Background: an optimization exercise with open tools, aiming at small area. Do not read the settings as production practice.
The RTL was checked by simulation tests, not by an equivalence proof against the original design.
Power figures rest on the tool's default switching activity, not on a simulated workload.

== wip/delta ==
Design cpu16_core, start of the top module:
module cpu16_core #(
  parameter logic [11:0] RESET_PC = 12'h000
) (
  input  logic        CLOCK_50,
  input  logic        reset,
  input  logic [15:0] inst,
  output logic [11:0] pc,
  output logic        retire,
  output logic        halted,
  input  logic [3:0]  dbg_sel,
  output logic [15:0] dbg_data
);
Size in the first run: ~740 cells after synthesis, ~290 flip-flops, about 52 I/O pins, about 9800 um^2 of cells after synthesis.
Settings: LEC_CHECK=0, CAP_MARGIN=20, CORE_MARGIN=2, CORE_UTILIZATION=70, GPL_TIMING_DRIVEN=0, SLEW_MARGIN=20, SYNTH_HIERARCHICAL=1, SYNTH_MINIMUM_KEEP_SIZE=0; clock period 10.0 ns.
standard.sh (not shown) runs the stock make flow with config.mk's settings and CLKGATE_MAP_FILE= SYNTH_SCRIPT=/design/flow/synth_recipe.tcl, a recipe that flattens the netlist after the stock synthesis.
==> flow/flow/run.sh <==
#!/bin/bash
set -euo pipefail
cd "$(dirname "$0")/.."
mkdir -p tmp scripts
export TMPDIR="$PWD/tmp"
cp -r "$FLOW_HOME/scripts/." scripts/
cp flow/abc_speed.script scripts/abc_speed.script
export SCRIPTS_DIR="$PWD/scripts"
export CTS_ARGS="-sink_clustering_enable -repair_clock_nets -dont_use_dummy_load -sink_clustering_size 20 -sink_clustering_max_diameter 60 -buf_list sky130_fd_sc_hd__clkbuf_8 -root_buf sky130_fd_sc_hd__clkbuf_4 -tree_buf sky130_fd_sc_hd__clkbuf_4"
export BUFFER_PORTS_ARGS="-buffer_cell sky130_fd_sc_hd__buf_1"
bash standard.sh > standard.log 2>&1
rm -rf tmp
==> flow/flow/abc_speed.script <==
&get -n
&st
&dch
&nf -R 1000 -p
&st
&syn2
&if -g -K 6
&synch2
&nf -R 1000 -p
&st
&syn2
&if -g -K 6
&synch2
&nf -R 1000 -p
&st
&syn2
&if -g -K 6
&synch2
&nf -R 1000 -p
&st
&syn2
&if -g -K 6
&synch2
&nf -R 1000 -p
&st
&syn2
&if -g -K 6
&synch2
&nf -R 1000 -p
&put
topo
stime -c
dnsize -c
#### Input delta (wip/raven over wip/delta)
Settings: setting GPL_ROUTABILITY_DRIVEN to 0 for the first time; changing CORE_UTILIZATION from 70 to 60.
==> summary.txt <==
- | maximum single-stage delay on the critical path | wip/raven vs wip/delta | 40 ps lower |
- After synthesis and placement, the instance count of wip/raven is above that of wip/delta.
- Going from wip/delta to wip/raven, the time the worst path needs with I/O delays and setup was found to have gone down by 190 ps.
- Proportion of power drawn by combinational gates across wip/raven and wip/delta: no real change.
- | multi-input combinational area share | wip/raven vs wip/delta | ≈ equal |
- [wip/raven vs wip/delta] global-route usage over all layers: lower in wip/raven
- Of wip/raven and wip/delta, wip/raven shows the lower detail-routed via count per cell, with wip/delta above it.
- Synthesized area per cell of wip/raven is on par with wip/delta.
- Sort wip/raven and wip/delta by met2 layer usage reported by global route desc -> top: wip/delta
- The higher final design instance area without fill came out of wip/raven.
diff inputs: wip/raven => wip/fjord
Settings: removing GPL_ROUTABILITY_DRIVEN (formerly 0); changing CAP_MARGIN from 20 to 10; changing SLEW_MARGIN from 20 to 10.
- wip/raven -> wip/fjord: number of enable-type register cells in the synthesized netlist delta 0, exact match
- Register-to-register setup slack in wip/fjord vs wip/raven: down 240 ps
- Looking at relative slew slack across both flows, wip/fjord is the weaker of the two, with wip/raven ahead.
- Compared with wip/raven, in wip/fjord multi-input combinational cell area decreased by about 0.75% relative to the old numbers; routed length on met1 shrank by about 2%; total internal power ~0 delta; post-synthesis adder-cell area fraction shows no meaningful change; total area of sequential cells neither gained nor lost much.
- On maximum clock frequency, wip/raven tracks wip/fjord almost exactly.
- Delta(final area, wip/fjord - wip/raven) < 0
- [wip/fjord vs wip/raven] final cell utilization of the core: lower in wip/fjord
Input changes introduced in wip/yarrow (baseline for comparison: wip/fjord):
Settings: changing SLEW_MARGIN from 10 to 20; changing CAP_MARGIN from 10 to 20.
[summary]
- In the flow results for wip/fjord and wip/yarrow, the initial antenna violation count is larger on wip/yarrow.
- Per the comparison of wip/yarrow with wip/fjord, count of final hold-check violations roughly the same, met2 capacity usage during global routing -0.26 points, post-placement worst setup slack lower.
- Half-perimeter wire length of the detailed placement result, wip/yarrow vs wip/fjord: up slightly
- In wip/yarrow, non-clock buffer count is higher than in wip/fjord.
- wip/yarrow -> wip/fjord: final cell count flat
- As far as number of inserted diodes goes, wip/yarrow and wip/fjord are indistinguishable; the numbers are identical.
- Diff wip/fjord -> wip/yarrow: via count of the first global-routing pass roughly the same, timing-limited maximum frequency roughly the same.

* * *

gamma:
Another version of the RTL of cpu16_core (not shown whole).
For scale: roughly 900 cells after synthesis, ~290 flip-flops, about 52 I/O pins.
clock: 10.0 ns
lec_check: 0
cap_margin: 20
core_margin: 2
core_utilization: 60
slew_margin: 20
synth_hierarchical: 1
synth_minimum_keep_size: 0
==> flow/flow/run.sh <==
#!/bin/bash
set -euo pipefail
cd "$(dirname "$0")/.."
mkdir -p tmp
export TMPDIR="$PWD/tmp"
export CTS_ARGS="-sink_clustering_enable -repair_clock_nets -dont_use_dummy_load -sink_clustering_size 30 -sink_clustering_max_diameter 80 -buf_list sky130_fd_sc_hd__clkbuf_16 -root_buf sky130_fd_sc_hd__clkbuf_4 -tree_buf sky130_fd_sc_hd__clkbuf_4"
export BUFFER_PORTS_ARGS="-buffer_cell sky130_fd_sc_hd__buf_1"
bash standard.sh > standard.log 2>&1
rm -rf tmp
Inputs modified between gamma and delta:
==> flow/run.sh (new file) <==
#!/bin/bash
# synth_recipe.tcl (not shown) runs the flow's synth.tcl, then flattens the netlist and writes it again
# the make line also repeats each setting of config.mk as NAME=value (left out here)
make -C /OpenROAD-flow-scripts/flow DESIGN_CONFIG=/design/flow/config.mk WORK_HOME=/design/flow/orfs CLKGATE_MAP_FILE= SYNTH_SCRIPT=/design/flow/synth_recipe.tcl finish
--- a/flow/config.mk
+++ b/flow/config.mk
@@ -9,4 +9,7 @@
 export CORE_MARGIN = 2
 export CORE_UTILIZATION = 60
+export CTS_BUF_LIST = sky130_fd_sc_hd__clkbuf_8
+export CTS_CLUSTER_DIAMETER = 40
+export CTS_CLUSTER_SIZE = 16
 export SLEW_MARGIN = 20
 export SYNTH_HIERARCHICAL = 1
removed: flow/flow/run.sh
removed: flow/standard.sh
[summary]
Global-route usage: delta vs gamma up 1.0 points
Die area essentially unchanged between delta and gamma.
For the worst setup slack, delta came in 690 ps lower than gamma did.
Measured against each other, gamma and delta differ in sequential share of layout area, the lower figure coming from delta.
In the flow results for gamma and delta, the post-route cell area is larger on delta.
In delta the switching power share of the total turned out 2.7 points higher than in gamma.

* * *

cpu16_core, a different RTL version from the one above (not shown whole).
Size in the first run: roughly 290 flip-flops, ~52 I/O pins, about 9900 um^2 of cells after synthesis.
==> flow/design.v (excerpt) <==
module cpu16_core #(
  parameter logic [11:0] RESET_PC = 12'h000
) (
  input  logic        CLOCK_50,
  input  logic        reset,
  input  logic [15:0] inst,
  output logic [11:0] pc,
  output logic        retire,
  output logic        halted,
  input  logic [3:0]  dbg_sel,
  output logic [15:0] dbg_data
);
Settings: LEC_CHECK=0, CAP_MARGIN=20, CORE_MARGIN=2, CORE_UTILIZATION=70, SLEW_MARGIN=20, SYNTH_HIERARCHICAL=1, SYNTH_MINIMUM_KEEP_SIZE=0; clock period 10.0 ns.
==> flow/flow/run.sh <==
#!/bin/bash
set -euo pipefail
cd "$(dirname "$0")/.."
mkdir -p tmp scripts
export TMPDIR="$PWD/tmp"
cp -r "$FLOW_HOME/scripts/." scripts/
cp flow/abc_speed.script scripts/abc_speed.script
export SCRIPTS_DIR="$PWD/scripts"
export CTS_ARGS="-sink_clustering_enable -repair_clock_nets -dont_use_dummy_load -sink_clustering_size 20 -sink_clustering_max_diameter 60 -buf_list sky130_fd_sc_hd__clkbuf_8 -root_buf sky130_fd_sc_hd__clkbuf_4 -tree_buf sky130_fd_sc_hd__clkbuf_4"
export BUFFER_PORTS_ARGS="-buffer_cell sky130_fd_sc_hd__buf_1"
bash standard.sh > standard.log 2>&1
rm -rf tmp
Scripts as last shown in full above: flow/flow/abc_speed.script
The first run went through all stages and came out clean.
==> next run, changes <==
--- a/flow/config.mk
+++ b/flow/config.mk
@@ -8,5 +8,5 @@
 export CAP_MARGIN = 20
 export CORE_MARGIN = 2
-export CORE_UTILIZATION = 70
+export CORE_UTILIZATION = 60
 export SLEW_MARGIN = 20
 export SYNTH_HIERARCHICAL = 1
=> Core utilization fell by 10 points. Clock power rose slightly. Clock-buffer cell count rose by 1. Design area rose slightly. Sequential power stays flat. Hold slack degrades by 0.053 ns. Global-route usage fell by 4.1 points.
==> next run, changes <==
==> flow/flow/run.sh (replaced) <==
#!/bin/bash
set -euo pipefail
cd "$(dirname "$0")/.."
mkdir -p tmp
export TMPDIR="$PWD/tmp"
export CTS_ARGS="-sink_clustering_enable -repair_clock_nets -dont_use_dummy_load -sink_clustering_size 20 -sink_clustering_max_diameter 60 -buf_list sky130_fd_sc_hd__clkbuf_8 -root_buf sky130_fd_sc_hd__clkbuf_4 -tree_buf sky130_fd_sc_hd__clkbuf_4"
export BUFFER_PORTS_ARGS="-buffer_cell sky130_fd_sc_hd__buf_1"
bash standard.sh > standard.log 2>&1
rm -rf tmp
--- a/flow/config.mk
+++ b/flow/config.mk
@@ -8,5 +8,5 @@
 export CAP_MARGIN = 20
 export CORE_MARGIN = 2
-export CORE_UTILIZATION = 60
+export CORE_UTILIZATION = 72
 export SLEW_MARGIN = 20
 export SYNTH_HIERARCHICAL = 1
removed: flow/flow/abc_speed.script
After rerunning:
- via count went up by a few percent
- register-to-register slack improved by 0.26 ns
- area after synthesis went up by a few percent
- wire length went up by a few percent
- power went up slightly
- non-clock buffer count went down by 1
- setup slack improved by 0.16 ns
- hold slack improved by 0.017 ns
==> next run, changes <==
--- a/flow/config.mk
+++ b/flow/config.mk
@@ -8,5 +8,5 @@
 export CAP_MARGIN = 20
 export CORE_MARGIN = 2
-export CORE_UTILIZATION = 72
+export CORE_UTILIZATION = 60
 export SLEW_MARGIN = 20
 export SYNTH_HIERARCHICAL = 1
=>
- The new run finished clean
- sequential power is about the same
- non-clock buffer count is higher by 4
- synthesized cell count is unchanged
- count of clock-buffer cells in the layout does not change
- via count fell by 4.6%
- first-iteration DRC count shrinks by 12%
- combinational power barely changes
- total power decreases by 0.40%

* * *

The RTL this note starts from:
==> flow/design.v <==
module cpu16_core #(
  parameter logic [11:0] RESET_PC = 12'h000
) (
  input  logic        CLOCK_50,
  input  logic        reset,
  input  logic [15:0] inst,
  output logic [11:0] pc,
  output logic        retire,
  output logic        halted,
  input  logic [3:0]  dbg_sel,
  output logic [15:0] dbg_data
);
  localparam logic [1:0] CLR = 2'd0, FETCH = 2'd1, EX = 2'd2, HALT = 2'd3;
  logic [1:0]  st;
  logic [3:0]  ph;
  logic [15:0] rf [1:15];
  logic [15:0] hi, t;
  logic        c, bd;
  wire [3:0] op = inst[15:12];
  wire [3:0] rc = inst[11:8];
  wire [3:0] ra = inst[7:4];
  wire [3:0] rb = inst[3:0];
  wire s_clr   = st == CLR;
  wire s_fetch = st == FETCH;
  wire s_ex    = st == EX;
  wire last    = ph == 4'd15;
  wire op_sub = op == 4'h1;
  wire op_slt = op == 4'h5;
  wire op_shl = op == 4'h6;
  wire op_shr = op == 4'h7;
  wire op_mul = op == 4'h9;
  wire op_beq = op == 4'hB;
  assign halted = st == HALT;
  wire       tload = s_fetch & (ph == 4'd14);
  wire [1:0] ps_s = {halted | op_beq, halted | tload};
  wire [3:0] psel;
  for (genvar k = 0; k < 4; k++) begin : g_psel
    cpu16_mux4 u_m (.d({dbg_sel[k], rc[k], ra[k], rb[k]}), .s(ps_s), .y(psel[k]));
  end
  wire [3:0] psel_n, lo_n, hi_n;
  wire [15:1] oh;
  for (genvar k = 0; k < 4; k++) begin : g_pre
    cpu16_inv   u_i (.a(psel[k]), .y(psel_n[k]));
    cpu16_nand2 u_l (.a(k[0] ? psel[0] : psel_n[0]), .b(k[1] ? psel[1] : psel_n[1]), .y(lo_n[k]));
    cpu16_nand2 u_h (.a(k[0] ? psel[2] : psel_n[2]), .b(k[1] ? psel[3] : psel_n[3]), .y(hi_n[k]));
  end
  for (genvar i = 1; i < 16; i++) begin : g_oh
    cpu16_nor2 u_o (.a(lo_n[i % 4]), .b(hi_n[i / 4]), .y(oh[i]));
  end
  wire [15:0] pm;
  for (genvar b = 0; b < 16; b++) begin : g_pm
    wire [4:0] g;
    for (genvar k = 0; k < 5; k++) begin : g_k
      cpu16_aoi222 u_aoi (
        .a0(oh[3*k+1]), .b0(rf[3*k+1][b]),
        .a1(oh[3*k+2]), .b1(rf[3*k+2][b]),
        .a2(oh[3*k+3]), .b2(rf[3*k+3][b]),
        .y(g[k]));
    end
    cpu16_nand5 u_nand (.a(g), .y(pm[b]));
  end
  wire [15:0] r0, r1, r2;
  for (genvar i = 0; i < 16; i++) begin : g_rot
    cpu16_mux2i u0 (.a(pm[i]), .b(pm[(i + 15) % 16]), .s(ph[0]), .y(r0[i]));
    cpu16_mux2i u1 (.a(r0[i]), .b(r0[(i + 14) % 16]), .s(ph[1]), .y(r1[i]));
    cpu16_mux2i u2 (.a(r1[i]), .b(r1[(i + 12) % 16]), .s(ph[2]), .y(r2[i]));
    cpu16_mux2i u3 (.a(r2[i]), .b(r2[(i + 8) % 16]), .s(ph[3]), .y(dbg_data[i]));
  end
  wire bnext = pm[1];
  wire       shl = op_shl;
  wire       sh  = op_shl | op_shr;
  wire [3:0] km, kx, idx;
  wire [4:0] ic;
  assign ic[0] = shl;
  for (genvar k = 0; k < 4; k++) begin : g_idx
    cpu16_xor2 u_x (.a(inst[k]), .b(shl), .y(kx[k]));
    cpu16_and2 u_a (.a(kx[k]), .b(sh), .y(km[k]));
    cpu16_fa   u_f (.a(ph[k]), .b(km[k]), .ci(ic[k]), .s(idx[k]), .co(ic[k+1]));
  end
  wire amask, tsel;
  cpu16_xnor2 u_mask (.a(ic[4]), .b(shl), .y(amask));
  wire [3:0] tq;
  for (genvar k = 0; k < 4; k++) begin : g_tq
    cpu16_mux4 u_m (.d(t[4*k +: 4]), .s(idx[1:0]), .y(tq[k]));
  end
  cpu16_mux4 u_tsel (.d(tq), .s(idx[3:2]), .y(tsel));
  wire x_t = tsel & amask;
  wire op_addi = op == 4'h8;
  wire op_li   = op == 4'hD;
  logic imm;
  always_comb begin
    if (op_li) imm = ph[3] ? inst[7] : inst[ph[2:0]];
    else       imm = ph[3:2] == 2'b00 ? inst[ph[1:0]] : 1'b0;
  end
  wire x    = op_li ? 1'b0 : x_t;
  wire y    = (op_addi | op_li) ? imm : bd;
  wire flip = op_slt & last;             
  wire xx   = x ^ flip;
  wire yy   = y ^ (op_sub | op_slt) ^ flip;
  wire cin  = (ph == 4'd0) ? (op_sub | op_slt) : c;
  wire sum  = xx ^ yy ^ cin;
  wire cout = (xx & yy) | (xx & cin) | (yy & cin);
  wire zacc = ((ph == 4'd0) ? 1'b0 : c) | bd;
  wire        mstep = s_ex & op_mul;
  wire [15:0] acc   = {hi[15:1], hi[0] & ~(mstep & ph == 4'd0)};
  wire [15:0] pp    = (mstep & bd) ? t : 16'd0;
  wire [16:0] s17;
  wire [16:1] cy;
  cpu16_ha u_ha (.a(acc[0]), .b(pp[0]), .s(s17[0]), .co(cy[1]));
  for (genvar i = 1; i < 16; i++) begin : g_add
    cpu16_fa u_fa (.a(acc[i]), .b(pp[i]), .ci(cy[i]), .s(s17[i]), .co(cy[i+1]));
  end
  assign s17[16] = cy[16];
  wire        hclr  = s_clr | (s_fetch & op_mul & ph != 4'd0);
  wire        htop  = mstep ? s17[16] : (hclr ? 1'b0 : hi[0]);
  logic wbit, wen;
  always_comb begin
    wbit = 1'b0;
    case (op)
      4'h0, 4'h1, 4'h8, 4'hD: wbit = sum;
      4'h2: wbit = x & y;
      4'h3: wbit = x | y;
      4'h4: wbit = x ^ y;
      4'h5: wbit = s_fetch & ~c;
      4'h6, 4'h7: wbit = x;
      4'h9: wbit = s17[0];
      4'hA: wbit = hi[0];
      default: wbit = 1'b0;
    endcase
    if (s_clr) wbit = 1'b0;
    wen = s_ex & (op <= 4'hA) & ~(op_slt & ph == 4'd0) | s_ex & op_li
        | s_fetch & op_slt & ph == 4'd0;
  end
  wire fin = last & s_ex;
  assign retire = fin;
  wire        jump  = op == 4'hC | op_beq & ~zacc;
  wire [11:0] pc_inc, pc_tgt, pc_nx_n, pc_nx;
  wire [11:1] pc_cy;
  cpu16_inv u_inc0 (.a(pc[0]), .y(pc_inc[0]));
  assign pc_cy[1] = pc[0];
  for (genvar i = 1; i < 11; i++) begin : g_inc
    cpu16_ha u_h (.a(pc[i]), .b(pc_cy[i]), .s(pc_inc[i]), .co(pc_cy[i+1]));
  end
  cpu16_xor2 u_inc11 (.a(pc[11]), .b(pc_cy[11]), .y(pc_inc[11]));
  assign pc_tgt[7:0] = inst[7:0];
  for (genvar i = 8; i < 12; i++) begin : g_tgt
    cpu16_and2 u_a (.a(inst[i]), .b(~op_beq), .y(pc_tgt[i]));
  end
  for (genvar i = 0; i < 12; i++) begin : g_pcnx
    cpu16_mux2i u_m (.a(pc_inc[i]), .b(pc_tgt[i]), .s(jump), .y(pc_nx_n[i]));
    if (RESET_PC[i]) begin : g_one
      cpu16_nand2 u_r (.a(pc_nx_n[i]), .b(~reset), .y(pc_nx[i]));
    end else begin : g_zero
      cpu16_nor2  u_r (.a(pc_nx_n[i]), .b(reset), .y(pc_nx[i]));
    end
  end
  wire        pc_en = reset | fin & (op != 4'hF);
  always_ff @(posedge CLOCK_50) begin
    ph <= reset ? 4'd0 : ph + 4'd1;
    c  <= s_clr | (op_beq ? zacc : cout);
    bd <= bnext;
    hi <= {htop, s17[15:1]};
    if (tload) t <= {pm[1:0], pm[15:2]};
    for (int i = 1; i < 16; i++)
      rf[i] <= {(s_clr | wen & rc == 4'(i)) ? wbit : rf[i][0], rf[i][15:1]};
    if (pc_en) pc <= pc_nx;
    if (reset) begin
      st <= CLR;
    end else if (last) begin
      case (st)
        CLR:   st <= FETCH;
        FETCH: st <= EX;
        EX:    st <= op == 4'hF ? HALT : FETCH;
        default: st <= HALT;
      endcase
    end
  end
endmodule
module cpu16_aoi222 (
  input  logic a0, b0, a1, b1, a2, b2,
  output logic y
);
  assign y = ~(a0 & b0 | a1 & b1 | a2 & b2);
endmodule
module cpu16_nand5 (
  input  logic [4:0] a,
  output logic       y
);
  assign y = ~&a;
endmodule
module cpu16_mux2i (
  input  logic a, b, s,
  output logic y
);
  assign y = ~(s ? b : a);
endmodule
module cpu16_inv (
  input  logic a,
  output logic y
);
  assign y = ~a;
endmodule
module cpu16_nand2 (
  input  logic a, b,
  output logic y
);
  assign y = ~(a & b);
endmodule
module cpu16_nor2 (
  input  logic a, b,
  output logic y
);
  assign y = ~(a | b);
endmodule
module cpu16_fa (
  input  logic a, b, ci,
  output logic s, co
);
  assign {co, s} = a + b + ci;
endmodule
module cpu16_ha (
  input  logic a, b,
  output logic s, co
);
  assign {co, s} = a + b;
endmodule
module cpu16_mux4 (
  input  logic [3:0] d,
  input  logic [1:0] s,
  output logic       y
);
  assign y = d[s];
endmodule
module cpu16_xor2 (
  input  logic a, b,
  output logic y
);
  assign y = a ^ b;
endmodule
module cpu16_xnor2 (
  input  logic a, b,
  output logic y
);
  assign y = ~(a ^ b);
endmodule
module cpu16_and2 (
  input  logic a, b,
  output logic y
);
  assign y = a & b;
endmodule
==> flow/config.mk <==
export PLATFORM = sky130hd
export DESIGN_NAME = cpu16_core
export DESIGN_NICKNAME = cpu16_core
export VERILOG_FILES = /design/flow/design.v
export SDC_FILE = /design/flow/constraint.sdc
export NUM_CORES = 4
export LEC_CHECK = 0
export CAP_MARGIN = 20
export CORE_MARGIN = 2
export CORE_UTILIZATION = 60
export SLEW_MARGIN = 20
export SYNTH_HIERARCHICAL = 1
export SYNTH_MINIMUM_KEEP_SIZE = 0
==> flow/constraint.sdc <==
create_clock -name core_clock -period 10.0 [get_ports {CLOCK_50}]
set_input_delay 2.0000 -clock core_clock [delete_from_list [all_inputs] [get_ports {CLOCK_50}]]
set_output_delay 2.0000 -clock core_clock [all_outputs]
set_load 0.01 [all_outputs]
==> flow/flow/run.sh <==
#!/bin/bash
set -euo pipefail
cd "$(dirname "$0")/.."
mkdir -p tmp
export TMPDIR="$PWD/tmp"
export CTS_ARGS="-sink_clustering_enable -repair_clock_nets -dont_use_dummy_load -sink_clustering_size 30 -sink_clustering_max_diameter 80 -buf_list sky130_fd_sc_hd__clkbuf_16 -root_buf sky130_fd_sc_hd__clkbuf_4 -tree_buf sky130_fd_sc_hd__clkbuf_4"
export BUFFER_PORTS_ARGS="-buffer_cell sky130_fd_sc_hd__buf_1"
bash standard.sh > standard.log 2>&1
rm -rf tmp
Rerun with:
==> flow/flow/run.sh (replaced) <==
#!/bin/bash
set -euo pipefail
cd "$(dirname "$0")/.."
mkdir -p tmp
export TMPDIR="$PWD/tmp"
export CTS_ARGS="-sink_clustering_enable -repair_clock_nets -dont_use_dummy_load -sink_clustering_size 20 -sink_clustering_max_diameter 60 -buf_list sky130_fd_sc_hd__clkbuf_8 -root_buf sky130_fd_sc_hd__clkbuf_4 -tree_buf sky130_fd_sc_hd__clkbuf_4"
export BUFFER_PORTS_ARGS="-buffer_cell sky130_fd_sc_hd__buf_1"
bash standard.sh > standard.log 2>&1
rm -rf tmp
Outcome: Final cell count increases by 0.66%; via count fell by 0.74%; worst setup slack degrades by 0.038 ns; area after synthesis stays the same.

==> separate check: timing with driven ports <==
No port has a modelled driver above. Below, the same layouts with a new extraction and two added sets of constraints.
Step 1 (the two cells are an assumption about what drives the block):
set clk [get_ports {CLOCK_50}]
set_driving_cell -lib_cell sky130_fd_sc_hd__clkbuf_16 $clk
set_driving_cell -lib_cell sky130_fd_sc_hd__buf_2 [delete_from_list [all_inputs] $clk]
Step 2 adds t to the input delays and takes it off the output delays; t is the mean of the earliest and latest rising clock arrival at the registers after step 1. Input paths then give back, and output paths get back, about the clock's delay inside the block.
Slacks: ideal / step 1 / step 2; pairs: ideal / step 1.
| run | shift t [ns] | setup slack, ns | worst setup path after step 2 | latest minus earliest clock arrival (ns) | worst register clock-pin slew, ns |
|---|---|---|---|---|---|
| wip/delta | 0.651 | 0.362 / 0.374 / -0.277 | input to register | 0.108 / 0.108 | 0.11 / 0.11 |
| wip/raven | 0.655 | 0.550 / 0.566 / -0.089 | input to register | 0.122 / 0.121 | 0.11 / 0.11 |
| wip/fjord | 0.642 | 0.539 / 0.544 / -0.099 | input to register | 0.127 / 0.127 | 0.11 / 0.11 |
| wip/yarrow | 0.643 | 0.533 / 0.543 / -0.100 | input to register | 0.132 / 0.132 | 0.11 / 0.11 |
| gamma | 0.655 | 1.723 / 1.697 / 1.697 | input to output | 0.077 / 0.076 | 0.11 / 0.11 |
| delta | 0.622 | 1.029 / 1.004 / 1.004 | input to output | 0.030 / 0.030 | 0.10 / 0.10 |
| the first run of note 3 | 0.649 | 0.892 / 0.908 / 0.260 | input to register | 0.073 / 0.073 | 0.11 / 0.11 |
| the second run of note 3 | 0.639 | 0.696 / 0.709 / 0.069 | input to register | 0.148 / 0.149 | 0.11 / 0.11 |
| the third run of note 3 | 0.664 | 0.853 / 0.863 / 0.198 | input to register | 0.056 / 0.057 | 0.12 / 0.12 |
| the fourth run of note 3 | 0.651 | 1.023 / 1.036 / 0.384 | input to register | 0.058 / 0.059 | 0.11 / 0.11 |
| the first run of note 4 | 0.659 | 1.140 / 1.159 / 0.500 | input to register | 0.084 / 0.084 | 0.11 / 0.11 |
| the second run of note 4 | 0.664 | 1.103 / 1.119 / 0.455 | input to register | 0.143 / 0.144 | 0.11 / 0.11 |
Met with ideal ports but missed after step 2: setup timing in wip/delta, wip/raven, wip/fjord and wip/yarrow. The setup slack of the third run of note 3, which loses most, moves by +0.010 ns with the drivers and by -0.655 ns with both steps.
